Context: an optimization exercise on an open-source flow, tuned for small area. The choices shown serve that exercise and are no tape-out recipe.
The RTL was checked by simulation tests, not by an equivalence proof against the original design.
No activity file was given, so power comes from the tool's default toggle rates.

## main
## decimal_rounding_unit_core
module decimal_rounding_unit_core (
  input  logic        clk_i,
  input  logic        rst_ni,
  input  logic        start_i,
  output logic        busy_o,
  input  logic [50:0] in_i,
  output logic        done_o,
  output logic [48:0] result_o,
  input  logic        cfg_we_i,
  input  logic [2:0]  cfg_data_i
);
  assign busy_o = 1'b0;
  logic [6:1] ks, ks_d;
  always_comb begin
    ks_d = '0;
    case (cfg_data_i)
      3'd0: ks_d[6] = 1'b1;
      3'd1: ks_d[5] = 1'b1;
      3'd2: ks_d[4] = 1'b1;
      3'd3: ks_d[3] = 1'b1;
      3'd4: ks_d[2] = 1'b1;
      3'd5: ks_d[1] = 1'b1;
      default: ;
    endcase
  end
  always_ff @(posedge clk_i or negedge rst_ni) begin
    if (!rst_ni) ks <= 6'b001000;
    else if (cfg_we_i) ks <= ks_d;
  end
  wire kany = |ks;
  wire [47:0] u = in_i[50:3];
  wire [17:0] s1;
  wire s1_1, s1_2;
  ...
Settings: LEC_CHECK=0, CAP_MARGIN=20, CORE_MARGIN=2, CORE_UTILIZATION=40, GPL_TIMING_DRIVEN=0, SETUP_SLACK_MARGIN=0.15, SLEW_MARGIN=20, SYNTH_HIERARCHICAL=1; clock period 6.0 ns.
standard.sh (not shown) runs the stock make flow with config.mk's settings and CLKGATE_MAP_FILE= SYNTH_SCRIPT=/design/flow/synth_recipe.tcl, a recipe that flattens the netlist after the stock synthesis.
==> flow/flow/run.sh <==
#!/bin/bash
# Standard ORFS layout (the standard.sh, unchanged synthesis), with the port buffers
# made of the smallest buffer cell instead of the default choice.
set -euo pipefail
bash standard.sh "BUFFER_PORTS_ARGS=-buffer_cell sky130_fd_sc_hd__buf_1" finish > standard_make.log 2>&1
main reached the final stage; the timing, DRC and antenna checks on its layout passed.
Inputs modified between main and the feature branch:
diff --git a/flow/design.v b/flow/design.v
--- a/flow/design.v
+++ b/flow/design.v
@@ -1082,32 +1082,35 @@
   dru_fa u_s3_37 (.a(w[18]), .b(cc[18]), .c(~wt[18]), .s(s3_37), .co(s3_38));
   wire s3_39, s3_40;
   dru_fa u_s3_39 (.a(w[19]), .b(cc[19]), .c(~wt[19]), .s(s3_39), .co(s3_40));
   wire s3_41, s3_42;
   dru_fa u_s3_41 (.a(w[20]), .b(cc[20]), .c(~wt[20]), .s(s3_41), .co(s3_42));
   wire s3_43, s3_44;
   dru_fa u_s3_43 (.a(w[21]), .b(cc[21]), .c(1'b1), .s(s3_43), .co(s3_44));
   assign xa = {1'b1, 1'b1, s3_43, s3_41, s3_39, s3_37, s3_35, s3_33, s3_31, s3_29, s3_27, s3_25, s3_23, s3_21, s3_19, s3_17, s3_15, s3_13, s3_11, s3_9, s3_7, s3_5, s3_3, s3_1};
   assign xb = {1'b0, s3_44, s3_42, s3_40, s3_38, s3_36, s3_34, s3_32, s3_30, s3_28, s3_26, s3_24, s3_22, s3_20, s3_18, s3_16, s3_14, s3_12, s3_10, s3_8, s3_6, s3_4, s3_2, 1'b0};
+  wire ovfi = (w[47:22] == 26'h1ffffff);
+  wire ovfd = (w[47:22] == 26'h2000000);
   logic        vd_q;
   logic [23:0] vd_xa;
   logic [23:1] vd_xb;
   logic [25:0] vd_hi;
-  wire         vd_oi = (vd_hi == 26'h1ffffff);
-  wire         vd_od = (vd_hi == 26'h2000000);
+  logic        vd_oi, vd_od;
   always_ff @(posedge clk_i or negedge rst_ni) begin
     if (!rst_ni) vd_q <= 1'b0;
     else vd_q <= vc_q;
   end
   always_ff @(posedge clk_i) begin
     vd_xa <= xa;
     vd_xb <= xb[23:1];
     vd_hi <= w[47:22];
+    vd_oi <= ovfi;
+    vd_od <= ovfd;
   end
   wire [23:0] xsum;
   wire s4_1, s4_2;
   dru_ha u_s4_1 (.a(vd_xa[1]), .b(vd_xb[1]), .s(s4_1), .co(s4_2));
   wire s4_3, s4_4;
   dru_ha u_s4_3 (.a(vd_xa[2]), .b(vd_xb[2]), .s(s4_3), .co(s4_4));
   wire s4_5, s4_6;
   dru_ha u_s4_5 (.a(vd_xa[3]), .b(vd_xb[3]), .s(s4_5), .co(s4_6));
   wire s4_7, s4_8;
==> comparison <==
- The feature branch vs. main: number of antenna violations at the first check in global routing increased 3; leakage component of the power increased 3.1%.
- Relative to main, the number of flip-flops and latches of the feature branch is higher by about 0.9%.
- Looking at worst setup slack, the feature branch sits below main.
- What the feature branch reported for routed wire length per instance has to be multiplied by 0.934 to get the figure for main.

[static timing again, ports no longer ideal]
Ports are ideal in the flow. The routed layouts listed here were re-timed in OpenROAD. Step 1, drivers: a clkbuf_16 drives clk_i and a buf_2 each remaining input, both assumed. Step 2 moves the port delays by t, midway between the first and last clock arrival at a register: inputs arrive t later, outputs are due t later. That takes back most of the time a late clock gives input paths. Three values: no drivers, after step 1, after step 2; two values: the first two.
run | shift t [ns] | setup slack, ns | worst setup path at the end | slew at the worst register clock pin (ns) | cell pins on the clock port's net
main | 0.619 | 0.352 / 0.329 / -0.113 | input to register | 0.07 / 0.07 | 1
the feature branch | 0.599 | 0.275 / 0.275 / -0.048 | input to register | 0.07 / 0.07 | 1
Met with ideal ports but missed after step 2: setup timing in main and the feature branch. The setup slack of main, which loses most, moves by -0.023 ns with the drivers and by -0.465 ns with both steps.
